Background: an optimization exercise with open tools, aiming at small area. Do not read the settings as production practice. Where RTL was checked, it was by simulation tests only, not by an equivalence proof against the original. No functional check of the RTL was part of runs 2 and 4. No activity file was given, so power comes from the tool's default toggle rates.

$ cat design.v
`default_nettype none
package crypt3_pkg;
  localparam int WORD_W = 32;
  typedef logic [WORD_W-1:0] word_t;
  typedef logic [4*WORD_W-1:0] quad_t;
  typedef enum logic [1:0] {
    op_none     = 2'd0,
    op_choose   = 2'd1,
    op_parity   = 2'd2,
    op_majority = 2'd3
  } sha1_op_e;
endpackage
`default_nettype wire
`timescale 1ns/1ps
`default_nettype none
module crypt3_issue_ctrl (
  input  wire                  ck_gclkcx_crypt,
  input  wire                  cx_reset3,
  input  wire                  ival_e1,
  input  wire                  sha1c_e1,
  input  wire                  sha1p_e1,
  input  wire                  sha1m_e1,
  input  crypt3_pkg::word_t    e_e1,
  input  crypt3_pkg::quad_t    qm_e1,
  input  wire                  ival_e2,
  output crypt3_pkg::sha1_op_e s_op,
  output crypt3_pkg::word_t    s_e,
  output crypt3_pkg::word_t    s_w0,
  output crypt3_pkg::word_t    w1_q,
  output crypt3_pkg::word_t    w2_q,
  output crypt3_pkg::word_t    w3_q
);
  crypt3_pkg::sha1_op_e enc_op;
  crypt3_pkg::sha1_op_e op_q;
  crypt3_pkg::word_t    ew0_in;
  logic [3:0]           ew0_co;
  crypt3_pkg::word_t    ew0_q;
  logic [2:0]           ew0_cq;
  always_comb begin
    if (sha1c_e1)      enc_op = crypt3_pkg::op_choose;
    else if (sha1p_e1) enc_op = crypt3_pkg::op_parity;
    else if (sha1m_e1) enc_op = crypt3_pkg::op_majority;
    else               enc_op = crypt3_pkg::op_none;
  end
  sha1_add_blk u_ew0 (.a(e_e1), .b(qm_e1[31:0]), .ci(4'd0), .s(ew0_in), .co(ew0_co));
  assign s_e   = ival_e1 ? e_e1 : ew0_q;
  assign s_w0  = ival_e1 ? qm_e1[31:0] : {7'd0, ew0_cq[2], 7'd0, ew0_cq[1], 7'd0, ew0_cq[0], 8'd0};
  assign s_op = ival_e1 ? enc_op : op_q;
  always_ff @(posedge ck_gclkcx_crypt or posedge cx_reset3) begin
    if (cx_reset3) begin
      op_q <= crypt3_pkg::op_none;
    end else if (ival_e2) begin
      op_q <= crypt3_pkg::op_none;
    end else begin
      op_q <= s_op;
    end
  end
  always_ff @(posedge ck_gclkcx_crypt) begin
    if (ival_e1) begin
      ew0_q  <= ew0_in;
      ew0_cq <= ew0_co[2:0];
      w1_q <= qm_e1[63:32];
      w2_q <= qm_e1[95:64];
      w3_q <= qm_e1[127:96];
    end
  end
endmodule
`default_nettype wire
`timescale 1ns/1ps
`default_nettype none
module sha1_round (
  input  crypt3_pkg::sha1_op_e op,
  input  crypt3_pkg::word_t    x,
  input  crypt3_pkg::word_t    y,
  input  crypt3_pkg::word_t    z,
  output crypt3_pkg::word_t    f
);
  crypt3_pkg::word_t par, maj, ch;
  logic is_c, is_p, is_m;
  assign is_c = (op == crypt3_pkg::op_choose);
  assign is_p = (op == crypt3_pkg::op_parity);
  assign is_m = (op == crypt3_pkg::op_majority);
  assign par = x ^ y ^ z;
  assign maj = (x & y) | (x & z) | (y & z);
  assign ch  = (x & y) | (~x & z);
  assign f = ({32{is_c}} & ch) | ({32{is_p}} & par) | ({32{is_m}} & maj);
endmodule
`default_nettype wire
`timescale 1ns/1ps
`default_nettype none
module sha1_round_stage (
  input  crypt3_pkg::word_t a,
  input  crypt3_pkg::word_t b,
  output crypt3_pkg::word_t s
);
  crypt3_pkg::word_t p, g, gg, pp;
  assign p = a ^ b;
  assign g = a & b;
  always_comb begin
    gg = g;
    pp = p;
    for (int l = 1; l < 32; l = l * 2) begin
      for (int k = 2 * l - 1; k < 32; k = k + 2 * l) begin
        gg[k] = gg[k] | (pp[k] & gg[k-l]);
        pp[k] = pp[k] & pp[k-l];
      end
    end
    for (int l = 8; l >= 1; l = l / 2) begin
      for (int k = 3 * l - 1; k < 32; k = k + 2 * l) begin
        gg[k] = gg[k] | (pp[k] & gg[k-l]);
        pp[k] = pp[k] & pp[k-l];
      end
    end
  end
  assign s = p ^ {gg[30:0], 1'b0};
endmodule
`default_nettype wire
`default_nettype none
module sha1_csa (
  input  crypt3_pkg::word_t a,
  input  crypt3_pkg::word_t b,
  input  crypt3_pkg::word_t c,
  output crypt3_pkg::word_t s,
  output crypt3_pkg::word_t cy
);
  crypt3_pkg::word_t m;
  assign s  = a ^ b ^ c;
  assign m  = (a & b) | (a & c) | (b & c);
  assign cy = {m[30:0], 1'b0};
endmodule
`default_nettype wire
`default_nettype none
module sha1_add_blk (
  input  crypt3_pkg::word_t a,
  input  crypt3_pkg::word_t b,
  input  logic [3:0]        ci,
  output crypt3_pkg::word_t s,
  output logic [3:0]        co
);
  logic [32:0] c;
  for (genvar i = 0; i < 32; i++) begin : g_bit
    logic cin;
    if (i % 8 == 0) begin : g_first
      assign cin = ci[i/8];
    end else begin : g_next
      assign cin = c[i];
    end
    assign s[i]   = a[i] ^ b[i] ^ cin;
    assign c[i+1] = (a[i] & b[i]) | (a[i] & cin) | (b[i] & cin);
  end
  assign co = {c[32], c[24], c[16], c[8]};
endmodule
`default_nettype wire
`default_nettype none
module sha1_add_fast (
  input  crypt3_pkg::word_t a,
  input  crypt3_pkg::word_t b,
  output crypt3_pkg::word_t s
);
  crypt3_pkg::word_t p, g, gg, pp, gn, pn;
  assign p = a ^ b;
  assign g = a & b;
  always_comb begin
    gg = g;
    pp = p;
    for (int l = 1; l < 32; l = l * 2) begin
      gn = gg;
      pn = pp;
      for (int k = 0; k < 32; k++) begin
        if ((k / l) % 2 == 1) begin
          gn[k] = gg[k] | (pp[k] & gg[(k / l) * l - 1]);
          pn[k] = pp[k] & pp[(k / l) * l - 1];
        end
      end
      gg = gn;
      pp = pn;
    end
  end
  assign s = p ^ {gg[30:0], 1'b0};
endmodule
`default_nettype wire
`timescale 1ns/1ps
`default_nettype none
module crypt3_sha1 (
  input  wire                ck_gclkcx_crypt,
  input  wire                cx_reset3,
  input  wire                ival_e1,
  input  wire                sha1c_e1,
  input  wire                sha1p_e1,
  input  wire                sha1m_e1,
  input  crypt3_pkg::quad_t  qn_e1,
  input  crypt3_pkg::quad_t  qm_e1,
  input  wire                ival_e2,
  input  crypt3_pkg::quad_t  qd_e2,
  output crypt3_pkg::quad_t  crypt3_out_e6,
  output logic               crypt3_active
);
  crypt3_pkg::sha1_op_e op0;
  crypt3_pkg::word_t    e0, w0, w1_q, w2_q, w3_q;
  crypt3_issue_ctrl u_issue (
    .ck_gclkcx_crypt (ck_gclkcx_crypt),
    .cx_reset3       (cx_reset3),
    .ival_e1         (ival_e1),
    .sha1c_e1        (sha1c_e1),
    .sha1p_e1        (sha1p_e1),
    .sha1m_e1        (sha1m_e1),
    .e_e1            (qn_e1[31:0]),
    .qm_e1           (qm_e1),
    .ival_e2         (ival_e2),
    .s_op            (op0),
    .s_e             (e0),
    .s_w0            (w0),
    .w1_q            (w1_q),
    .w2_q            (w2_q),
    .w3_q            (w3_q)
  );
  crypt3_pkg::word_t a, b, c, d;
  assign a = qd_e2[127:96];
  assign b = qd_e2[95:64];
  assign c = qd_e2[63:32];
  assign d = qd_e2[31:0];
  crypt3_pkg::word_t f0, t0_n, t0_s1, t0_c1, t0_s2, t0_c2;
  sha1_round u_f0 (.op(op0), .x(b), .y(c), .z(d), .f(f0));
  sha1_csa u_t0a (.a({a[26:0], a[31:27]}), .b(e0), .c(w0), .s(t0_s1), .cy(t0_c1));
  sha1_csa u_t0b (.a(t0_s1), .b(t0_c1), .c(f0), .s(t0_s2), .cy(t0_c2));
  sha1_add_fast u_t0 (.a(t0_s2), .b(t0_c2), .s(t0_n));
  logic                 v1;
  crypt3_pkg::sha1_op_e op1;
  crypt3_pkg::word_t    t0_1, a_1, b_1, c_1, d_1;
  always_ff @(posedge ck_gclkcx_crypt or posedge cx_reset3) begin
    if (cx_reset3) v1 <= 1'b0;
    else           v1 <= ival_e2;
  end
  always_ff @(posedge ck_gclkcx_crypt) begin
    op1  <= op0;
    t0_1 <= t0_n;
    a_1  <= a;
    b_1  <= b;
    c_1  <= c;
    d_1  <= d;
  end
  crypt3_pkg::word_t f1, f2, t1_n, y2_n, z3_n, t1_s1, t1_c1, t1_s, t1_c, y2_s, y2_c;
  sha1_round u_f1 (.op(op1), .x(a_1), .y({b_1[1:0], b_1[31:2]}), .z(c_1), .f(f1));
  sha1_round u_f2 (.op(op1), .x(t0_1), .y({a_1[1:0], a_1[31:2]}), .z({b_1[1:0], b_1[31:2]}), .f(f2));
  sha1_csa u_t1a (.a(f1), .b(d_1), .c(w1_q), .s(t1_s1), .cy(t1_c1));
  sha1_csa u_t1b (.a({t0_1[26:0], t0_1[31:27]}), .b(t1_s1), .c(t1_c1), .s(t1_s), .cy(t1_c));
  sha1_round_stage u_t1 (.a(t1_s), .b(t1_c), .s(t1_n));
  sha1_csa u_y2c (.a(f2), .b(c_1), .c(w2_q), .s(y2_s), .cy(y2_c));
  sha1_round_stage u_y2 (.a(y2_s), .b(y2_c), .s(y2_n));
  logic [3:0] z3_co;
  sha1_add_blk u_z3 (.a({b_1[1:0], b_1[31:2]}), .b(w3_q), .ci(4'd0), .s(z3_n), .co(z3_co));
  logic                 v2;
  crypt3_pkg::sha1_op_e op2;
  crypt3_pkg::word_t    t0_2, t1_2, y2_2, a_2, z3_2;
  logic [2:0]           z3k_2;
  always_ff @(posedge ck_gclkcx_crypt or posedge cx_reset3) begin
    if (cx_reset3) v2 <= 1'b0;
    else           v2 <= v1;
  end
  always_ff @(posedge ck_gclkcx_crypt) begin
    op2  <= op1;
    t0_2 <= t0_1;
    t1_2 <= t1_n;
    y2_2 <= y2_n;
    a_2  <= a_1;
    z3_2 <= z3_n;
    z3k_2 <= z3_co[2:0];
  end
  crypt3_pkg::word_t f3, t2_n, y3_n;
  sha1_round u_f3 (.op(op2), .x(t1_2), .y({t0_2[1:0], t0_2[31:2]}), .z({a_2[1:0], a_2[31:2]}), .f(f3));
  sha1_round_stage u_t2 (.a({t1_2[26:0], t1_2[31:27]}), .b(y2_2), .s(t2_n));
  logic [3:0] y3_co;
  sha1_add_blk u_y3 (.a(f3), .b(z3_2), .ci({z3k_2, 1'b0}), .s(y3_n), .co(y3_co));
  logic              v3, empty3;
  crypt3_pkg::word_t t0_3, t1_3, t2_3, y3_3;
  logic [2:0]        y3k_3;
  always_ff @(posedge ck_gclkcx_crypt or posedge cx_reset3) begin
    if (cx_reset3) v3 <= 1'b0;
    else           v3 <= v2;
  end
  always_ff @(posedge ck_gclkcx_crypt) begin
    empty3 <= (op2 == crypt3_pkg::op_none);
    t0_3   <= t0_2;
    t1_3   <= t1_2;
    t2_3   <= t2_n;
    y3_3   <= y3_n;
    y3k_3  <= y3_co[2:0];
  end
  crypt3_pkg::word_t t3_n, t3_s, t3_c;
  sha1_csa u_t3c (.a({t2_3[26:0], t2_3[31:27]}), .b(y3_3), .c({7'd0, y3k_3[2], 7'd0, y3k_3[1], 7'd0, y3k_3[0], 8'd0}), .s(t3_s), .cy(t3_c));
  sha1_round_stage u_t3 (.a(t3_s), .b(t3_c), .s(t3_n));
  logic              load3, hold3;
  crypt3_pkg::quad_t res3;
  assign load3 = v3 & ~empty3;
  assign hold3 = ~v3;
  assign res3  = {t3_n, t2_3, t1_3[1:0], t1_3[31:2], t0_3[1:0], t0_3[31:2]};
  always_ff @(posedge ck_gclkcx_crypt) begin
    crypt3_out_e6 <= ({128{load3}} & res3) | ({128{hold3}} & crypt3_out_e6);
  end
  assign crypt3_active = ival_e1 | ival_e2 | v1 | v2 | v3;
endmodule
`default_nettype wire
$ cat flow/run.sh
#!/bin/bash
# The standard layout (standard.sh) with area-only changes:
#  - the standard synthesis runs unchanged; flow/polarity.py then removes the
#    inverters that Yosys' full-adder extraction leaves (exact rewrites, see the
#    script), and flow/equiv.ys proves the result equal to the standard
#    netlist at every port and flip-flop; if that proof fails the standard
#    netlist is used as it is
#  - port buffers are the smallest buffer (buf_1) instead of the resizer's pick
#  - the clock tree has no dummy loads and clusters more sinks per leaf buffer
# Each tool's output goes to its own log here: standard_synth.log,
# polarity.log, equiv.log, standard.log (and ORFS's own logs under orfs/logs).
set -u
export BUFFER_PORTS_ARGS="-buffer_cell sky130_fd_sc_hd__buf_1"
export CTS_ARGS="-sink_clustering_enable -repair_clock_nets -dont_use_dummy_load -sink_clustering_size 25 -sink_clustering_max_diameter 120"

R=orfs/results/$FLOW_PLATFORM/crypt3_sha1/base
LIB=$FLOW_HOME/platforms/$FLOW_PLATFORM/lib/sky130_fd_sc_hd__tt_025C_1v80.lib

bash standard.sh synth > standard_synth.log 2>&1 || exit 1

mkdir -p pol
cp $R/1_2_yosys.v pol/standard.v
if python3 flow/polarity.py "$LIB" pol/standard.v pol/clean.v > polarity.log 2>&1; then
  cp "$LIB" pol/lib.lib
  sed "s/^module $FLOW_TOP(/module gold(/" pol/standard.v > pol/gold.v
  sed "s/^module $FLOW_TOP(/module gate(/" pol/clean.v > pol/gate.v
  if (cd pol && yosys -q -l ../equiv.log ../flow/equiv.ys) > equiv_stdout.log 2>&1; then
    echo "using the cleaned netlist" >> polarity.log
    cp pol/clean.v $R/1_2_yosys.v
    rm -f $R/1_synth.odb $R/1_synth.sdc
  else
    echo "equivalence not proven, using the standard netlist" >> polarity.log
  fi
  rm -f pol/lib.lib
fi

bash standard.sh > standard.log 2>&1
$ cat flow/equiv.ys
# proves the cleaned netlist (gate) equal to the standard synthesis (gold) at
# every port and flip-flop; internal net names are hidden so only those match
read_liberty -ignore_miss_func lib.lib
read_verilog gold.v
read_verilog gate.v
hierarchy -check
flatten gold gate
opt_clean
async2sync
rename -hide w:_*
opt_clean
equiv_make gold gate equiv
hierarchy -top equiv
equiv_simple
equiv_induct
equiv_status -assert
$ cat flow/polarity.py
#!/usr/bin/env python3
"""Inverter clean-up for the flat sky130hd gate netlist that Yosys writes.

Yosys' full-adder extraction leaves many inverters around the fa cells. This
script removes every inverter between two internal nets and then puts back as
few as it can, using three exact rewrites:
  - a full adder is self-dual: fa(~a, ~b, ~c) gives (~sum, ~cout), so an fa can
    take all its inputs inverted and give its outputs inverted;
  - an XOR-type cell takes any input polarity and gives either output polarity
    (xor2 <-> xnor2, same area);
  - a cell whose every load wants its output inverted becomes its complement
    cell (nand2 <-> and2, a21oi <-> a21o, ...) when that is smaller than an
    inverter; the complement is found from the liberty functions.
Flip-flops and ports keep their connections and polarity, so the netlist
computes the same function at every port and flip-flop.

usage: polarity.py LIB IN.v OUT.v
"""
import itertools
import re
import sys
from collections import defaultdict

P = 'sky130_fd_sc_hd__'
INVS = {P + 'inv_1', P + 'inv_2'}
FA = {P + 'fa_1', P + 'fa_2', P + 'fa_4'}
XOR2 = (P + 'xor2_1', P + 'xnor2_1')
XOR3 = (P + 'xor3_1', P + 'xnor3_1')
INV_AREA = 3.7536


def truth(func, ins):
    e = func.replace('+', '|').replace('*', '&').replace(' ', '')
    e = re.sub(r'!(\w+)', r'(1^\1)', e)
    while '!(' in e:
        i = e.index('!(')
        depth, j = 0, i + 1
        while True:
            if e[j] == '(':
                depth += 1
            elif e[j] == ')':
                depth -= 1
                if depth == 0:
                    break
            j += 1
        e = e[:i] + '(1^' + e[i + 1:j + 1] + ')' + e[j + 1:]
    tt = []
    for vals in itertools.product((0, 1), repeat=len(ins)):
        tt.append(eval(e, {}, dict(zip(ins, vals))) & 1)
    return tuple(tt)


def read_lib(path):
    """cell -> (area, inputs, output pin, truth table); no table unless one
    combinational output"""
    txt = open(path).read()
    cells = {}
    heads = list(re.finditer(r'\n    cell \("(\w+)"\) \{', txt))
    for k, m in enumerate(heads):
        name = m.group(1)
        end = heads[k + 1].start() if k + 1 < len(heads) else len(txt)
        body = txt[m.end():end]
        am = re.search(r'\n        area : ([0-9.]+);', body)
        area = float(am.group(1)) if am else 0.0
        ins, outs = [], []
        for pm in re.finditer(r'\n        pin \("(\w+)"\) \{(.*?)\n        \}', body, re.S):
            pn, pb = pm.group(1), pm.group(2)
            d = re.search(r'direction : "(\w+)"', pb)
            if not d:
                continue
            if d.group(1) == 'input':
                ins.append(pn)
            elif d.group(1) == 'output':
                f = re.search(r'\n            function : "([^"]*)"', pb)
                outs.append((pn, f.group(1) if f else None))
        seq = re.search(r'\n        (ff|latch|statetable) ', body)
        if len(outs) != 1 or outs[0][1] is None or seq:
            cells[name] = (area, tuple(sorted(ins)), None, None)
        else:
            cells[name] = (area, tuple(sorted(ins)), outs[0][0],
                           truth(outs[0][1], sorted(ins)))
    return cells


def main():
    lib, src, dst = sys.argv[1], sys.argv[2], sys.argv[3]
    cl = read_lib(lib)
    # complement cell: same inputs, complemented function, smallest area
    by_fn = defaultdict(list)
    for n, (a, ins, o, tt) in cl.items():
        if tt is not None and n.startswith(P) and not any(
                s in n for s in ('lpflow', 'clk', 'probe', 'dly', 'buf', 'inv')):
            by_fn[(ins, tt)].append((a, n))
    comp = {}
    for n, (a, ins, o, tt) in cl.items():
        if tt is None:
            continue
        c = by_fn.get((ins, tuple(1 - t for t in tt)))
        if c:
            comp[n] = min(c)[1]

    text = open(src).read()
    m = re.search(r'^module .*?;\n', text, re.M | re.S)
    head_end = m.end()
    body = text[head_end:]
    inst_re = re.compile(r'^  (sky130_fd_sc_hd__\w+) (\\\S+ |\S+) \(\n(.*?)\n  \);\n', re.M | re.S)
    pin_re = re.compile(r'\.(\w+)\((.*?)\)(?:,|$)', re.M)
    cells, spans = [], []
    for mm in inst_re.finditer(body):
        conns = {}
        for pm in pin_re.finditer(mm.group(3)):
            conns[pm.group(1)] = pm.group(2).strip()
        cells.append({'type': mm.group(1), 'name': mm.group(2), 'pins': conns})
        spans.append((mm.start(), mm.end()))
    rest, pos = [], 0
    for a, b in spans:
        rest.append(body[pos:a])
        pos = b
    tail = body[pos:]
    decls = ''.join(rest)
    for line in (decls + tail).splitlines():
        s = line.strip()
        if s and not (s.startswith('wire ') or s.startswith('input ') or s.startswith('output ')
                      or s == 'endmodule' or s.startswith('/*')):
            sys.exit('netlist has a statement this script does not handle: ' + s)
    ports = set()
    for pm in re.finditer(r'^\s*(input|output)\s+(\[(\d+):(\d+)\]\s+)?(\S+);', text, re.M):
        nm = pm.group(5)
        if pm.group(2):
            hi, lo = int(pm.group(3)), int(pm.group(4))
            for i in range(min(hi, lo), max(hi, lo) + 1):
                ports.add('%s[%d]' % (nm, i))
        else:
            ports.add(nm)

    def outpins(c):
        t = c['type']
        if t in FA or t.startswith(P + 'ha_'):
            return ('SUM', 'COUT')
        info = cl.get(t)
        if info and info[2]:
            return (info[2],)
        return tuple(p for p in c['pins'] if p in ('Q', 'Q_N', 'X', 'Y', 'HI', 'LO'))

    driver = {}
    for ci, c in enumerate(cells):
        if c['type'] not in cl:
            sys.exit('unknown cell ' + c['type'])
        for p in outpins(c):
            if p in c['pins']:
                driver[c['pins'][p]] = (ci, p)

    inv_of, removed = {}, set()
    for ci, c in enumerate(cells):
        if c['type'] in INVS:
            a, y = c['pins']['A'], c['pins']['Y']
            if y in ports or "'" in a:
                continue
            inv_of[y] = a
            removed.add(ci)

    def base(n):
        pol, k = 0, 0
        while n in inv_of:
            n, pol, k = inv_of[n], pol ^ 1, k + 1
            if k > 1000:
                sys.exit('inverter loop')
        return n, pol

    need = {}
    consumers = defaultdict(list)
    for ci, c in enumerate(cells):
        if ci in removed:
            continue
        ops = set(outpins(c))
        for p, n in c['pins'].items():
            if p in ops or p == 'CLK' or "'" in n:
                continue
            b, pol = base(n)
            need[(ci, p)] = [b, pol]
            consumers[b].append((ci, p))

    kind = {}
    for ci, c in enumerate(cells):
        if ci in removed:
            continue
        if c['type'] in FA:
            kind[ci] = 'fa'
        elif c['type'] in XOR2 or c['type'] in XOR3:
            kind[ci] = 'xor'
    flip = defaultdict(int)

    def drv_flip(b):
        d = driver.get(b)
        return flip[d[0]] if d is not None and d[0] in kind else 0

    def pin_pol(ci, p):
        b, pol = need[(ci, p)]
        if kind.get(ci) == 'fa':
            pol ^= flip[ci]
        return pol ^ drv_flip(b)

    def swap_delta(b):
        if b in ports:
            return None
        d = driver.get(b)
        if d is None or d[0] in kind or d[0] in removed:
            return None
        t = cells[d[0]]['type']
        if t not in comp or len(outpins(cells[d[0]])) != 1:
            return None
        return cl[comp[t]][0] - cl[t][0]

    def pols(b):
        inv1 = inv0 = False
        for ci, p in consumers[b]:
            if kind.get(ci) == 'xor':
                continue
            if pin_pol(ci, p):
                inv1 = True
            else:
                inv0 = True
        return inv1, inv0

    def net_cost(b):
        inv1, inv0 = pols(b)
        if not inv1:
            return 0.0
        if not inv0:
            sd = swap_delta(b)
            if sd is not None and sd < INV_AREA:
                return sd
        return INV_AREA

    def nets_of(ci):
        c = cells[ci]
        s = set()
        if kind.get(ci) == 'fa':
            for p in ('A', 'B', 'CIN'):
                if (ci, p) in need:
                    s.add(need[(ci, p)][0])
        for p in outpins(c):
            if p in c['pins']:
                s.add(c['pins'][p])
        return s

    all_nets = set(consumers)
    before = sum(net_cost(b) for b in all_nets)
    rounds, improved = 0, True
    while improved and rounds < 50:
        improved, rounds = False, rounds + 1
        for ci in list(kind):
            ns = nets_of(ci)
            c0 = sum(net_cost(b) for b in ns)
            flip[ci] ^= 1
            c1 = sum(net_cost(b) for b in ns)
            if c1 < c0 - 1e-9:
                improved = True
            else:
                flip[ci] ^= 1
    after = sum(net_cost(b) for b in all_nets)

    swap, inv_needed = set(), []
    for b in sorted(all_nets):
        inv1, inv0 = pols(b)
        if not inv1:
            continue
        sd = swap_delta(b) if not inv0 else None
        if sd is not None and sd < INV_AREA:
            swap.add(b)
        else:
            inv_needed.append(b)
    newinv = {b: '_pol_%d_' % i for i, b in enumerate(inv_needed)}

    out_cells = []
    area_delta = 0.0
    for ci, c in enumerate(cells):
        if ci in removed:
            area_delta -= cl[c['type']][0]
            continue
        typ = c['type']
        pins = dict(c['pins'])
        ops = outpins(c)
        if kind.get(ci) == 'xor':
            pair = XOR2 if typ in XOR2 else XOR3
            par = 1 if typ == pair[1] else 0
            for p in ('A', 'B', 'C'):
                if (ci, p) in need:
                    b, pol = need[(ci, p)]
                    par ^= pol ^ drv_flip(b)
                    pins[p] = b
            par ^= flip[ci]
            onet = pins.pop(ops[0])
            typ = pair[1] if par else pair[0]
            pins[cl[typ][2]] = onet
        else:
            for p in list(pins):
                if (ci, p) not in need:
                    continue
                b = need[(ci, p)][0]
                want = pin_pol(ci, p) ^ (1 if b in swap else 0)
                pins[p] = newinv[b] if want else b
            if len(ops) == 1 and pins.get(ops[0]) in swap:
                onet = pins.pop(ops[0])
                nt = comp[typ]
                area_delta += cl[nt][0] - cl[typ][0]
                typ = nt
                pins[cl[typ][2]] = onet
        out_cells.append((typ, c['name'], pins))
    for b, y in newinv.items():
        out_cells.append((P + 'inv_1', '_polinv' + y, {'A': b, 'Y': y}))
        area_delta += INV_AREA

    lines = [text[:head_end], decls]
    for y in newinv.values():
        lines.append('  wire %s;\n' % y)
    for typ, name, pins in out_cells:
        ps = ',\n'.join('    .%s(%s)' % (p, n + ' ' if n.startswith('\\') else n)
                        for p, n in pins.items())
        lines.append('  %s %s (\n%s\n  );\n' % (typ, name, ps))
    lines.append(tail)
    open(dst, 'w').write(''.join(lines))
    print('removed %d inverters, added %d, swapped %d cells to their complement; '
          'cost %.1f -> %.1f; area change %.1f um2; %d rounds'
          % (len(removed), len(newinv), len(swap), before, after, area_delta, rounds))


if __name__ == '__main__':
    main()
$ cat standard.sh
#!/bin/bash
# synth_recipe.tcl (not shown) runs the flow's synth.tcl, then flattens the netlist and writes it again
# the make line also repeats each setting of config.mk as NAME=value (left out here)
make -C /OpenROAD-flow-scripts/flow DESIGN_CONFIG=/design/flow/config.mk WORK_HOME=/design/flow/orfs CLKGATE_MAP_FILE= SYNTH_SCRIPT=/design/flow/synth_recipe.tcl "${@:-finish}"
$ cat config.mk
export PLATFORM = sky130hd
export DESIGN_NAME = crypt3_sha1
export DESIGN_NICKNAME = crypt3_sha1
export VERILOG_FILES = /design/flow/design.v
export SDC_FILE = /design/flow/constraint.sdc
export NUM_CORES = 4
export LEC_CHECK = 0
export CAP_MARGIN = 20
export CORE_MARGIN = 2
export CORE_UTILIZATION = 40
export GPL_TIMING_DRIVEN = 0
export PLACE_DENSITY = 0.6
export SLEW_MARGIN = 20
$ cat constraint.sdc
create_clock -name core_clock -period 5.5 [get_ports {ck_gclkcx_crypt}]
set_input_delay 1.1000 -clock core_clock [delete_from_list [all_inputs] [get_ports {ck_gclkcx_crypt}]]
set_output_delay 1.1000 -clock core_clock [all_outputs]
set_load 0.01 [all_outputs]
==> results of run 1 <==
==> timing repair <==
action | 4_1_cts | 5_1_grt
pin swaps | 3 | 3
gates resized for setup | 43 | 25
endpoints found under the setup margin | 48 | 11
endpoints found under the hold margin | 0 | 0
buffers inserted | 1 | 1
==> worst max-delay path, delay by kind of cell (launching register included) <==
| family | cells | cell delay, ns |
|---|---|---|
| adders and majority gates | 4 | 1.77 |
| AOI/OAI and AO/OA | 8 | 1.37 |
| buffers and inverters | 4 | 0.77 |
| xor gates and xnor gates | 4 | 0.67 |
| DFF | 1 | 0.36 |
| and+or+nand+nor | 2 | 0.27 |
==> routing by layer <==
metal	vias to the layer above	GRT usage
met3	154	0.04499
met4	26	0.07598
met1	11490	0.3309
met2	728	0.3975
met5	-	0
li1	10740	-
==> metrics by stage <==
stage | TNS [ns] | instance area (µm²) | utilization
final | 0 | 40380 | 0.4493
after global routing | -0.04946 | 40380 | 0.4492
after global placement | -470.00 | 39230 | 0.4365
after detailed placement | -35.87 | 39310 | 0.4374
after CTS | -0.07795 | 40260 | 0.4480
after floorplan | 0 | 36170 | -
==> final cells by class <==
type,count,area share
antenna,13,0.0008056
timing repair buffer,429,0.04195
inverter,160,0.01487
buffer,103,0.01153
tap,1176,0.03644
sequential,723,0.3916
clock buffer,35,0.02169
multi-input combinational,1874,0.4811
==> worst min path at each step <==
stage | start | end | slack [ns]
final | op1[1] | op2[1] | 0.37
after detailed placement | v2 | v3 | 0.37
after global placement | v1 | v2 | 0.36
after global routing | op1[1] | op2[1] | 0.38
after CTS | op1[0] | op2[0] | 0.36
after floorplan | op1[0] | op2[0] | 0.35
==> power groups by stage <==
| stage | logic [mW] | registers (mW) | clock network, mW |
|---|---|---|---|
| 2_1_floorplan | 7.48 | 8.39 | 0 |
| 3_3_place_gp | 10.8 | 9.06 | 0 |
| 3_5_place_dp | 11.0 | 9.10 | 0 |
| 4_1_cts | 11.1 | 8.96 | 2.90 |
| 5_1_grt | 12.6 | 9.14 | 3.05 |
| 6_report | 11.2 | 8.96 | 2.82 |
==> flow_metrics.tcl, run 1 <==
set metrics [dict create \
    status "timing/DRC/antenna clean" \
    setup_viol_count_final 0 \
    crit_chain "clkbuf_4, nor2b_1, clkbuf_4, buf_4, a22o_1, fa_1, fa_1, ha_1, a211oi_2, o21bai_2, o211ai_1, buf_4, o21ai_2, nand3_2, a31oi_4, a21boi_2, o21ai_1, fa_2, xnor2_2, xnor2_1, xnor2_1, xnor2_1" \
    dr_wl_met2_um 53180 \
    hold_depth 0 \
    reg2reg_slack_ns 0.17 \
    dr.pass1.iters 5 \
    synth_nets 3870 \
    antenna_left 0 \
    min_period_over_period 0.9688 \
    routed_wl_um 113400 \
    drcViolationCount 0 \
    seqPwrFrac 0.390 \
    rsz0062_at_grt "yes" \
    cts_buffer_depth 3 \
    timing.final.hold_violations 0 \
    dp_cells 4464 \
    cts_root_buf "clkbuf_16" \
    final_cell_mix "dfxtp_1, fa_1, buf_1" \
    clk_latency_ns 0.60 \
    cts_sinks 723 \
    reg2regPathDepth 22 \
    slowest_delay_ns 0.55 \
    route.met3.wl_um 6859 \
    drv_slew 0 \
    avgViaCountPerCell 5.128 \
    clk_pin_slew_ns 0.11 \
    crit_path_start_kind "register" \
    grt_pass1_wl_um 163300 \
    dieHeight_um 304.7 \
    core_area_um2 89870 \
    max-slew-margin-rel 0.3038 \
    hpwl_um 97030 \
    synth_area_um2 36170 \
    die_x_um 304.7 \
    preCtsSetupSlack_ns -1.461 \
    synth_area_per_cell_um2 12.64 \
    clockPowerShare 0.123 \
    hold_buffers 0 \
    reg2reg_from "op1[1]" \
    die_area_um2 92850 \
    track_usage 0.2441 \
    cts.htree.levels 2 \
    reg2reg_to "t1_2[31]" \
    tightest_slew_ns 1.044 \
    area_growth_pct 11.64 \
    place_congestion 0.9039 \
    ff_latch_area_um2 15810 \
    largest_reg_flops 128 \
    period_minus_slack_ns 5.328 \
    drive_gt1_frac 0.04483 \
    leakage_nw 16.65 \
    wl_met1_um 49840 \
    p_sw_frac 0.4212 \
    max-cap-violations 0 \
    critPathArrivalTime_ns 5.80 \
    regMostFlops "crypt3_out_e6" \
    antenna_found_initial 28 \
    power_mw 22.99 \
    top_layer_used "met5" \
    worstPathMaxFanout 10 \
    p_comb_frac 0.487 \
    final_common_cell "dfxtp_1" \
    fmax_mhz 187.7 \
    cts_buffers 35 \
    post_drt_wl_per_cell_um 25.13 \
    cp-end-kind "register" \
    initial_core_util 0.4025 \
    cpMostUsedCell "xnor2_1" \
    ir_worst_vdd_mv 0.2827 \
    drtIter0Drc 1537 \
    cp-startpoint "op1[1]" \
    setup_slack_ns 0.1717 \
    path_class "register to register" \
    n_fill_cell 8445 \
    grt_max_degree 32 \
    slowest_stage "fa_1" \
    yosysWarnings 4 \
    instances_no_fill 4513 \
    multi_input_area_um2 19430 \
    netlist_instances 2861 \
    rows 110 \
    num_vias 23140 \
    grt-ovfl-total 0 \
    power.density_nw_per_um2 569.4 \
    cp.required_ns 5.98 \
    cts_tree "built" \
    finClkSkew_ns 0.07803 \
    portBuffers 423 \
    crit_end "t1_2[31]" \
    whs_ns 0.3698 \
    num_io_pins 520 \
    min-delay-path-class "register to register" \
    intPower_mw 13.31 \
    netSwitchingPower_mw 9.686 \
    grt_pass1_vias 23840 \
    final_nets 4335 \
]
==> inputs of run 2 (changes only) <==
--- a/design.v
+++ b/design.v
@@ -247,5 +247,6 @@
   sha1_round_stage u_t1 (.a(t1_s), .b(t1_c), .s(t1_n));
   sha1_csa u_y2c (.a(f2), .b(c_1), .c(w2_q), .s(y2_s), .cy(y2_c));
-  sha1_round_stage u_y2 (.a(y2_s), .b(y2_c), .s(y2_n));
+  logic [3:0] y2_co;
+  sha1_add_blk u_y2 (.a(y2_s), .b(y2_c), .ci(4'd0), .s(y2_n), .co(y2_co));
   logic [3:0] z3_co;
   sha1_add_blk u_z3 (.a({b_1[1:0], b_1[31:2]}), .b(w3_q), .ci(4'd0), .s(z3_n), .co(z3_co));
@@ -253,4 +254,5 @@
   crypt3_pkg::sha1_op_e op2;
   crypt3_pkg::word_t    t0_2, t1_2, y2_2, a_2, z3_2;
+  logic [2:0]           y2k_2;
   logic [2:0]           z3k_2;
   always_ff @(posedge ck_gclkcx_crypt or posedge cx_reset3) begin
@@ -263,4 +265,5 @@
     t1_2 <= t1_n;
     y2_2 <= y2_n;
+    y2k_2 <= y2_co[2:0];
     a_2  <= a_1;
     z3_2 <= z3_n;
@@ -269,5 +272,7 @@
   crypt3_pkg::word_t f3, t2_n, y3_n;
   sha1_round u_f3 (.op(op2), .x(t1_2), .y({t0_2[1:0], t0_2[31:2]}), .z({a_2[1:0], a_2[31:2]}), .f(f3));
-  sha1_round_stage u_t2 (.a({t1_2[26:0], t1_2[31:27]}), .b(y2_2), .s(t2_n));
+  crypt3_pkg::word_t t2_s, t2_c;
+  sha1_csa u_t2c (.a({t1_2[26:0], t1_2[31:27]}), .b(y2_2), .c({7'd0, y2k_2[2], 7'd0, y2k_2[1], 7'd0, y2k_2[0], 8'd0}), .s(t2_s), .cy(t2_c));
+  sha1_round_stage u_t2 (.a(t2_s), .b(t2_c), .s(t2_n));
   logic [3:0] y3_co;
   sha1_add_blk u_y3 (.a(f3), .b(z3_2), .ci({z3k_2, 1'b0}), .s(y3_n), .co(y3_co));
==> flow_metrics.tcl, run 2 <==
set metrics [dict create \
    n_fill_cell 8821 \
    grt_max_degree 35 \
    area_growth_pct 12.89 \
    synth_nets 4289 \
    ir_worst_vdd_mv 0.2598 \
    yosysSeqAreaShare 0.4230 \
    cp.required_ns 6.00 \
    num_io_pins 520 \
    synth_top_area_share 0.3148 \
    period_minus_slack_ns 5.726 \
    portBuffers 423 \
    cts_buffer_depth 3 \
    cts_sinks 726 \
    yosysUniqueCellTypes 56 \
    synth_area_um2 37520 \
    drv_slew 0 \
    final_nets 4770 \
    rsz0062_at_grt "yes" \
    cts_buffers 36 \
    preCtsSetupSlack_ns -1.742 \
    synth_seq_cells 726 \
    die_x_um 310.3 \
    grt_pass1_wl_um 166100 \
    multi_input_area_um2 19090 \
    die_area_um2 96270 \
    min-delay-path-class "input pin to async pin" \
    drtIter0Drc 1546 \
    initial_core_util 0.4026 \
    setup_slack_ns -0.2259 \
    min_period_over_period 1.041 \
    synth_edf_count 131 \
    fmax_mhz 174.6 \
    reg2reg_to "t1_2[31]" \
    grt_pass1_vias 24940 \
    tightest_slew_ns 0.8538 \
    clk_latency_ns 0.60 \
    power.density_nw_per_um2 571.7 \
    track_usage 0.2401 \
    final_common_cell "inv_1" \
    rows 112 \
    drive_gt1_frac 0.05771 \
    cts.htree.levels 2 \
    cp-end-kind "register" \
    yosys.area.top_type "dfxtp_1" \
    yosys.cell_count.top_type "inv_1" \
    worstPathMaxFanout 8 \
    cts_root_buf "clkbuf_16" \
    hpwl_um 98530 \
    drcViolationCount 0 \
    path_class "register to register" \
    hold_buffers 0 \
    synth_area_per_cell_um2 11.50 \
    final_cell_mix "inv_1, dfxtp_1, fa_1" \
    async_flop_share 0.006887 \
    netlist_instances 3264 \
    ff_latch_area_um2 15920 \
    place_congestion 0.9294 \
    leakage_nw 18.64 \
    max-slew-margin-rel 0.4308 \
    cts_tree "built" \
    antenna_found_initial 23 \
    antenna_left 0 \
    reg2regPathDepth 23 \
    status "failed layout checks" \
    max-cap-violations 0 \
    so.violations "setup timing" \
    avgViaCountPerCell 4.885 \
    post_drt_wl_per_cell_um 22.96 \
    num_vias 24470 \
    ys.flop_type "dfxtp_1" \
    crit_path_start_kind "register" \
    critPathArrivalTime_ns 6.23 \
    core_area_um2 93190 \
    yosys-top-cells-count "inv_1, dfxtp_1, fa_1, nand2_1, ha_1" \
    grt-ovfl-total 0 \
    timing.final.hold_violations 0 \
    routed_wl_um 115000 \
    fin_util 0.4546 \
    dieHeight_um 310.3 \
    regMostFlops "crypt3_out_e6" \
    dr.pass1.iters 5 \
    finClkSkew_ns 0.04866 \
    reg2reg_from "op1[1]" \
    clk_pin_slew_ns 0.10 \
    synthTopCellsByArea "dfxtp_1, fa_1, edfxtp_1" \
    yosysWarnings 4 \
    largest_reg_flops 128 \
    setup_viol_count_final 1 \
    reg2reg_slack_ns -0.23 \
]
==> run 2: timing repair <==
| action | CTS | global route |
|---|---|---|
| endpoints found under the setup margin | 38 | 11 |
| gates resized for setup | 126 | 34 |
| pin swaps | 27 | 11 |
| cloned | 1 | 1 |
| setup buffers | 15 | 1 |
==> run 2: worst max-delay path by stage <==
stage	depth (start not counted)	startpoint	endpoint
2_1_floorplan	24	op1[1]	t1_2[31]
3_3_place_gp	19	ival_e1	t0_1[30]
3_5_place_dp	19	ival_e1	t0_1[29]
4_1_cts	23	op1[1]	t1_2[31]
5_1_grt	24	op1[1]	t1_2[31]
6_report	23	op1[1]	t1_2[31]
==> run 2: kinds of logic (layout without fill, tap and decap cells) <==
logic type               Yosys count  after routing  share of synthesized area
other                              0             13                          0
XOR/XNOR                          93             93                    0.02171
multiplexers                     172            172                    0.04732
AND/OR/NAND/NOR                  372            372                    0.04332
adder cells (fa/ha/maj)          634            634                     0.3006
flip-flops                       726            726                     0.4230
buffers and inverters            744           1223                    0.07443
AO/OA/AOI/OAI                    523            523                    0.08963
==> run 2: report_power, final <==
group          switching [mW]  internal (mW)  total (mW)
sequential               1.68           7.21        8.90
clock                    1.71           1.18        2.89
combinational            6.94           5.50        12.4
total                    10.3           13.9        24.2
==> run 2: area by class of cell <==
class / count / share of cell area
Tap cell: 1254 / 0.03704
Sequential cell: 726 / 0.3759
Clock buffer: 36 / 0.02127
Buffer: 101 / 0.01400
Multi-Input combinational cell: 1794 / 0.4507
Inverter: 641 / 0.05680
Timing Repair Buffer: 445 / 0.04351
Antenna cell: 13 / 0.0007680
==> run 2: critical path, cell delays in order (launching register included) <==
cell       delay, ns
dfxtp_4         0.39
buf_8           0.12
nor2b_4         0.16
clkbuf_16       0.18
clkbuf_16       0.15
a22oi_2         0.08
fa_1            0.59
inv_1           0.06
fa_1            0.47
ha_1            0.29
o21a_1          0.19
o21a_2          0.21
a211o_1         0.33
a21o_2          0.23
a31o_4          0.24
a21oi_4         0.14
nor4b_4         0.32
o31ai_4         0.12
a31o_1          0.21
fa_2            0.36
xnor2_2         0.16
xnor2_2         0.15
xnor2_2         0.31
xnor2_1         0.16
==> run 2: metrics by stage <==
stage | cells | total power [mW] | setup TNS, ns | area (µm²) | hold WS [ns]
finish | 5010 | 24.22 | -0.2259 | 42360 | 0.3879
global route | 5008 | 26.26 | -0.4132 | 42350 | 0.3695
CTS | 4996 | 24.20 | -0.2587 | 42190 | 0.3519
detailed placement | 4945 | 20.98 | -40.29 | 40770 | 0.3606
global placement | 4941 | 20.72 | -445.97 | 40690 | 0.3586
floorplan | 3264 | 16.43 | 0 | 37530 | 0.3498
==> run 2: metal layers <==
metal	GRT usage	up-vias	wire length, µm
met4	0.07954	16	4044
li1	-	11430	-
met2	0.3896	792	53270
met5	0	-	108
met3	0.04339	173	7368
met1	0.3252	12060	50240
==> inputs of run 3 (changes only) <==
--- a/design.v
+++ b/design.v
@@ -247,6 +247,5 @@
   sha1_round_stage u_t1 (.a(t1_s), .b(t1_c), .s(t1_n));
   sha1_csa u_y2c (.a(f2), .b(c_1), .c(w2_q), .s(y2_s), .cy(y2_c));
-  logic [3:0] y2_co;
-  sha1_add_blk u_y2 (.a(y2_s), .b(y2_c), .ci(4'd0), .s(y2_n), .co(y2_co));
+  sha1_round_stage u_y2 (.a(y2_s), .b(y2_c), .s(y2_n));
   logic [3:0] z3_co;
   sha1_add_blk u_z3 (.a({b_1[1:0], b_1[31:2]}), .b(w3_q), .ci(4'd0), .s(z3_n), .co(z3_co));
@@ -254,5 +253,4 @@
   crypt3_pkg::sha1_op_e op2;
   crypt3_pkg::word_t    t0_2, t1_2, y2_2, a_2, z3_2;
-  logic [2:0]           y2k_2;
   logic [2:0]           z3k_2;
   always_ff @(posedge ck_gclkcx_crypt or posedge cx_reset3) begin
@@ -265,5 +263,4 @@
     t1_2 <= t1_n;
     y2_2 <= y2_n;
-    y2k_2 <= y2_co[2:0];
     a_2  <= a_1;
     z3_2 <= z3_n;
@@ -272,7 +269,5 @@
   crypt3_pkg::word_t f3, t2_n, y3_n;
   sha1_round u_f3 (.op(op2), .x(t1_2), .y({t0_2[1:0], t0_2[31:2]}), .z({a_2[1:0], a_2[31:2]}), .f(f3));
-  crypt3_pkg::word_t t2_s, t2_c;
-  sha1_csa u_t2c (.a({t1_2[26:0], t1_2[31:27]}), .b(y2_2), .c({7'd0, y2k_2[2], 7'd0, y2k_2[1], 7'd0, y2k_2[0], 8'd0}), .s(t2_s), .cy(t2_c));
-  sha1_round_stage u_t2 (.a(t2_s), .b(t2_c), .s(t2_n));
+  sha1_round_stage u_t2 (.a({t1_2[26:0], t1_2[31:27]}), .b(y2_2), .s(t2_n));
   logic [3:0] y3_co;
   sha1_add_blk u_y3 (.a(f3), .b(z3_2), .ci({z3k_2, 1'b0}), .s(y3_n), .co(y3_co));
--- a/flow/run.sh
+++ b/flow/run.sh
@@ -6,4 +6,5 @@
 #    netlist at every port and flip-flop; if that proof fails the standard
 #    netlist is used as it is
+#    (it also drops the buffers Yosys put in; the layout buffers what needs it)
 #  - port buffers are the smallest buffer (buf_1) instead of the resizer's pick
 #  - the clock tree has no dummy loads and clusters more sinks per leaf buffer
--- a/flow/polarity.py
+++ b/flow/polarity.py
@@ -3,6 +3,7 @@
 
 Yosys' full-adder extraction leaves many inverters around the fa cells. This
-script removes every inverter between two internal nets and then puts back as
-few as it can, using three exact rewrites:
+script removes every inverter (and every small buffer, which only repeats its
+input) between two internal nets and then puts back as few inverters as it
+can, using three exact rewrites:
   - a full adder is self-dual: fa(~a, ~b, ~c) gives (~sum, ~cout), so an fa can
     take all its inputs inverted and give its outputs inverted;
@@ -13,5 +14,6 @@
     inverter; the complement is found from the liberty functions.
 Flip-flops and ports keep their connections and polarity, so the netlist
-computes the same function at every port and flip-flop.
+computes the same function at every port and flip-flop. The layout's own
+repair puts buffers back where a net's load needs them.
 
 usage: polarity.py LIB IN.v OUT.v
@@ -24,4 +26,5 @@
 P = 'sky130_fd_sc_hd__'
 INVS = {P + 'inv_1', P + 'inv_2'}
+BUFS = {P + 'buf_1', P + 'clkbuf_1', P + 'buf_2', P + 'clkbuf_2'}
 FA = {P + 'fa_1', P + 'fa_2', P + 'fa_4'}
 XOR2 = (P + 'xor2_1', P + 'xnor2_1')
@@ -152,10 +155,14 @@
 
     inv_of, removed = {}, set()
+    buf_of = set()
     for ci, c in enumerate(cells):
-        if c['type'] in INVS:
-            a, y = c['pins']['A'], c['pins']['Y']
+        if c['type'] in INVS or c['type'] in BUFS:
+            out = 'Y' if c['type'] in INVS else 'X'
+            a, y = c['pins']['A'], c['pins'][out]
             if y in ports or "'" in a:
                 continue
             inv_of[y] = a
+            if c['type'] in BUFS:
+                buf_of.add(y)
             removed.add(ci)
 
@@ -163,5 +170,5 @@
         pol, k = 0, 0
         while n in inv_of:
-            n, pol, k = inv_of[n], pol ^ 1, k + 1
+            n, pol, k = inv_of[n], pol ^ (0 if n in buf_of else 1), k + 1
             if k > 1000:
                 sys.exit('inverter loop')
@@ -288,5 +295,5 @@
                 if (ci, p) in need:
                     b, pol = need[(ci, p)]
-                    par ^= pol ^ drv_flip(b)
+                    par ^= pol ^ drv_flip(b) ^ (1 if b in swap else 0)
                     pins[p] = b
             par ^= flip[ci]
==> flow_metrics.tcl, run 3 <==
set metrics [dict create \
    cts_root_buf "clkbuf_16" \
    critPathArrivalTime_ns 5.82 \
    antenna_left 0 \
    cp.required_ns 5.98 \
    timing.final.hold_violations 0 \
    hold_buffers 0 \
    antenna_found_initial 8 \
    yosysWarnings 4 \
    setup_tns_ns 0 \
    status "timing/DRC/antenna clean" \
    tightest_slew_ns 0.9673 \
    synth_area_per_cell_um2 12.98 \
    min_period_over_period 0.9714 \
    slowest_stage "fa_1" \
    cts.htree.levels 2 \
    grt_max_degree 66 \
    cts_tree "built" \
    clk_pin_slew_ns 0.10 \
    dieHeight_um 303.1 \
    hpwl_um 83490 \
    rsz0062_at_grt "yes" \
    portBuffers 423 \
    power.density_nw_per_um2 567.4 \
    reg2reg_slack_ns 0.16 \
    fmax_mhz 187.2 \
    slowest_delay_ns 0.53 \
    drive_gt1_frac 0.04800 \
    drtIter0Drc 1235 \
    min-delay-path-class "input pin to async pin" \
    cts_sinks 723 \
    regMostFlops "crypt3_out_e6" \
    grt-ovfl-total 0 \
    final_cell_mix "dfxtp_1, fa_1, buf_1" \
    cp-end-kind "register" \
    area_growth_pct 13.44 \
    ir_worst_vdd_mv 0.2217 \
    cts_buffer_depth 3 \
    dr.pass1.iters 5 \
    track_usage 0.2245 \
    final_common_cell "dfxtp_1" \
    drcViolationCount 0 \
    final_nets 4261 \
    leakage_nw 16.73 \
    clk_latency_ns 0.59 \
    synth_nets 3766 \
    max-cap-violations 0 \
    netlist_instances 2757 \
    place_congestion 0.8528 \
    drv_slew 0 \
    max-slew-margin-rel 0.3551 \
    initial_core_util 0.4042 \
    power_mw 23.03 \
    cts_buffers 35 \
    die_x_um 303.1 \
    n_fill_cell 8148 \
    largest_reg_flops 128 \
    worstPathMaxFanout 34 \
    whs_ns 0.3691 \
    finClkSkew_ns 0.05804 \
    crit_chain "buf_16, nor2b_4, buf_8, buf_16, a22o_1, fa_1, fa_1, ha_1, a211o_1, o221a_2, and2_1, nand3_2, a31oi_4, a21boi_2, o21ai_0, fa_1, xnor2_2, xnor2_2, xnor2_2, xnor2_1" \
    crit_path_start_kind "register" \
    setup_viol_count_final 0 \
    post_drt_wl_per_cell_um 23.20 \
    path_class "register to register" \
    avgViaCountPerCell 5.100 \
    core_area_um2 88510 \
    period_minus_slack_ns 5.343 \
    rows 109 \
    die_area_um2 91850 \
    grt_pass1_vias 22840 \
    grt_pass1_wl_um 149600 \
    routed_wl_um 102500 \
    num_io_pins 520 \
    synth_area_um2 35780 \
    num_vias 22530 \
]
==> run 3: area by class of cell <==
type | instances | area (µm²) | share of cell area
diodes | 3 | 7.507 | 0.0001850
clock buffers | 35 | 875.8 | 0.02158
inverters | 160 | 600.6 | 0.01480
multi-input cells | 1874 | 19490 | 0.4801
flip-flops and latches | 723 | 15830 | 0.3901
well taps | 1165 | 1458 | 0.03592
repair buffers | 458 | 2323 | 0.05725
==> run 3: stage by stage <==
step	std cells	utilization	area (µm²)	setup WS (ns)
floorplan	2757	-	35810	-0.07206
global route	4416	0.4585	40580	-0.03381
detailed placement	4370	0.4460	39480	-1.352
CTS	4413	0.4577	40510	0.01685
global placement	4345	0.4389	38850	-13.52
finish	4418	0.4585	40590	0.1571
==> run 3: what timing repair did <==
| item | 4_1_cts | 5_1_grt |
|---|---|---|
| setup buffers | 8 | 2 |
| hold endpoints to repair | 0 | 0 |
| resized for setup | 12 | 9 |
| cloned | 0 | 0 |
| pin swaps | 2 | 1 |
| endpoints found under the setup margin | 23 | 6 |
==> run 3: worst paths after layout <==
path / cells after the start / to / from
worst max-delay path: 20 / t1_2[31] / op1[0]
worst min-delay path: 2 / v1 / cx_reset3
worst max register to register: 20 / t1_2[31] / op1[0]
worst min register to register: 0 / t0_3[12] / t0_2[12]
max in group asynchronous: 2 / v3 / cx_reset3
min in group core_clock: 0 / t0_3[12] / t0_2[12]
==> run 3: power breakdown <==
group / total, mW / leakage, nW / internal, mW / switching (mW)
registers: 8.89 / 6.29 / 7.16 / 1.73
logic: 11.3 / 10.0 / 5.04 / 6.23
clock network: 2.86 / 0.431 / 1.15 / 1.71
==> run 3: routing by layer <==
layer / global-route usage / vias to the layer above / routed length [µm]
met1: 0.3082 / 11340 / 45860
met2: 0.3674 / 482 / 48250
met3: 0.03867 / 109 / 5459
met5: 0 / - / 34
li1: - / 10600 / -
met4: 0.06017 / 6 / 2892
==> run 3: critical path, delay by kind of cell (launching register included) <==
family          cells  cell delay (ns)
fa+ha+maj           4             1.77
compound gates      6             1.46
xor+xnor            4             0.64
buf+inv             3             0.53
simple gates        3             0.40
flops               1             0.38
==> inputs of run 4 (changes only) <==
--- a/design.v
+++ b/design.v
@@ -243,6 +243,6 @@
   sha1_round u_f1 (.op(op1), .x(a_1), .y({b_1[1:0], b_1[31:2]}), .z(c_1), .f(f1));
   sha1_round u_f2 (.op(op1), .x(t0_1), .y({a_1[1:0], a_1[31:2]}), .z({b_1[1:0], b_1[31:2]}), .f(f2));
-  sha1_csa u_t1a (.a(f1), .b(d_1), .c(w1_q), .s(t1_s1), .cy(t1_c1));
-  sha1_csa u_t1b (.a({t0_1[26:0], t0_1[31:27]}), .b(t1_s1), .c(t1_c1), .s(t1_s), .cy(t1_c));
+  sha1_csa u_t1a (.a({t0_1[26:0], t0_1[31:27]}), .b(d_1), .c(w1_q), .s(t1_s1), .cy(t1_c1));
+  sha1_csa u_t1b (.a(t1_s1), .b(t1_c1), .c(f1), .s(t1_s), .cy(t1_c));
   sha1_round_stage u_t1 (.a(t1_s), .b(t1_c), .s(t1_n));
   sha1_csa u_y2c (.a(f2), .b(c_1), .c(w2_q), .s(y2_s), .cy(y2_c));
==> flow_metrics.tcl, run 4 <==
set metrics [dict create \
    track_usage 0.2296 \
    rows 109 \
    cp-end-kind "register" \
    reg2reg_from "b_1[22]" \
    preCtsSetupSlack_ns -2.101 \
    power_mw 23.54 \
    cts_tree "built" \
    max-cap-violations 0 \
    post_drt_wl_per_cell_um 23.73 \
    drv_slew 0 \
    reg2reg_slack_ns 0.08 \
    tightest_slew_ns 1.058 \
    drcViolationCount 0 \
    synth_area_um2 35670 \
    hold_buffers 0 \
    min_period_over_period 0.9863 \
    yosysWarnings 4 \
    period_minus_slack_ns 5.425 \
    worstPathMaxFanout 5 \
    reg2reg_to "t1_2[31]" \
    leakage_nw 16.80 \
    reg2regPathDepth 18 \
    portBuffers 423 \
    final_nets 4259 \
    grt_max_degree 76 \
    place_congestion 0.8791 \
    grt_pass1_vias 23200 \
    fmax_mhz 184.3 \
    cts_sinks 723 \
    synth_nets 3759 \
    cts.htree.levels 2 \
    antenna_left 0 \
    die_x_um 302.6 \
    final_common_cell "dfxtp_1" \
    path_class "register to register" \
    cts_buffers 35 \
    setup_tns_ns 0 \
    num_vias 22430 \
    synth_area_per_cell_um2 12.97 \
    largest_reg_flops 128 \
    critPathArrivalTime_ns 5.86 \
    setup_viol_count_final 0 \
    antenna_found_initial 6 \
    initial_core_util 0.4037 \
    grt-ovfl-total 0 \
    grt_pass1_wl_um 153200 \
    final_cell_mix "dfxtp_1, fa_1, buf_1" \
    crit_path_start_kind "register" \
    hpwl_um 84320 \
    clk_latency_ns 0.59 \
    max-slew-margin-rel 0.2948 \
    netlist_instances 2750 \
    fin_util 0.4582 \
    status "timing/DRC/antenna clean" \
    clk_pin_slew_ns 0.10 \
    area_growth_pct 13.50 \
    avgViaCountPerCell 5.082 \
    cp.required_ns 5.93 \
    finClkSkew_ns 0.04963 \
    drtIter0Drc 1348 \
    dieHeight_um 302.6 \
    setup_slack_ns 0.07546 \
    drive_gt1_frac 0.05111 \
    dr.pass1.iters 7 \
    timing.final.hold_violations 0 \
    min-delay-path-class "input pin to async pin" \
    rsz0062_at_grt "yes" \
    core_area_um2 88370 \
    die_area_um2 91590 \
    num_io_pins 520 \
    ir_worst_vdd_mv 0.2634 \
    cts_root_buf "clkbuf_16" \
    regMostFlops "crypt3_out_e6" \
    cts_buffer_depth 3 \
    routed_wl_um 104800 \
    power.density_nw_per_um2 581.3 \
]
==> run 4: what timing repair did <==
action / in CTS / in global routing
hold endpoints to repair: 0 / 0
setup buffers: 14 / 2
resized for setup: 17 / 13
pin swaps: 4 / 1
cloned: 1 / 0
endpoints found under the setup margin: 32 / 9
==> run 4: worst max path at each step <==
stage | slack, ns | end | from | cells after the start
after floorplan | -0.03 | t1_2[31] | op1[1] | 17
after global placement | -13.70 | t0_1[31] | ival_e1 | 14
after detailed placement | -2.10 | t0_1[31] | ival_e1 | 18
after CTS | 0.004 | t1_2[31] | b_1[3] | 18
after global routing | -0.13 | t1_2[31] | a_1[16] | 20
final | 0.08 | t1_2[31] | b_1[22] | 18
==> run 4: layer usage <==
layer | global-route usage | part of all wire
met1 | 0.3263 | 0.46
met4 | 0.04011 | 0.017
met5 | 0 | 0
met2 | 0.3767 | 0.47
met3 | 0.03494 | 0.055
==> run 4: final cells by class <==
class	instances	area, µm²
Fill cell	8218	47880
Multi-Input combinational cell	1865	19410
Timing Repair Buffer	462	2285
Antenna cell	1	2.502
Inverter	163	611.8
Sequential cell	723	15840
Tap cell	1165	1458
Clock buffer	35	875.8
==> run 4: per-stage QoR <==
step	hold slack [ns]	cell area, µm²	std cells
finish	0.3682	40490	4414
global placement	0.3611	38750	4338
global route	0.3457	40490	4413
floorplan	0.3543	35710	2750
detailed placement	0.3610	39330	4361
CTS	0.3341	40420	4411
==> run 4: where the power goes <==
group	internal [mW]	leakage, nW	switching (mW)	total (mW)
combinational	5.24	10.1	6.54	11.8
clock	1.15	0.431	1.72	2.88
sequential	7.17	6.29	1.70	8.88
==> run 4: critical path: stages, from the launching register on <==
cell and delay [ns]:
dfxtp_1 0.53, fa_1 0.47, a22o_1 0.24, fa_1 0.44, ha_1 0.36, a21o_1 0.18, a21o_1 0.20, a211o_1 0.36
a211oi_4 0.22, buf_4 0.18, o311ai_2 0.21, a21o_1 0.24, a21o_1 0.24, a31o_1 0.26, fa_1 0.47, xnor2_2 0.18
xnor2_2 0.16, xnor2_2 0.17, xnor2_1 0.15

[static timing again, ports no longer ideal]
Ports are ideal in the flow. The routed layouts listed here were re-timed in OpenROAD.
Step 1 sets driving cells, clkbuf_16 on the clock port and buf_2 on the other inputs (assumed; they add their load-dependent delay and slew).
Step 2, shift: input delay + t, output delay - t, t = (earliest + latest rising clock arrival at the registers) / 2. This alone moves slack from input paths to output paths.
Three values: no drivers, after step 1, after step 2; two values: the first two.
| run | t (ns) | slack for setup (ns) | worst slew at a driven data input, ns |
|---|---|---|---|
| run 1 | 0.632 | 0.172 / 0.172 / -0.383 | 0.12 |
| run 2 | 0.650 | -0.226 / -0.226 / -0.382 | 0.13 |
| run 3 | 0.624 | 0.157 / 0.157 / -0.415 | 0.11 |
| run 4 | 0.617 | 0.075 / 0.075 / -0.381 | 0.09 |
With both steps, setup timing fails in run 1, run 3 and run 4, where it was met with ideal ports. The setup slack of run 3, which loses most, moves by 0.000 ns with the drivers and by -0.572 ns with both steps.
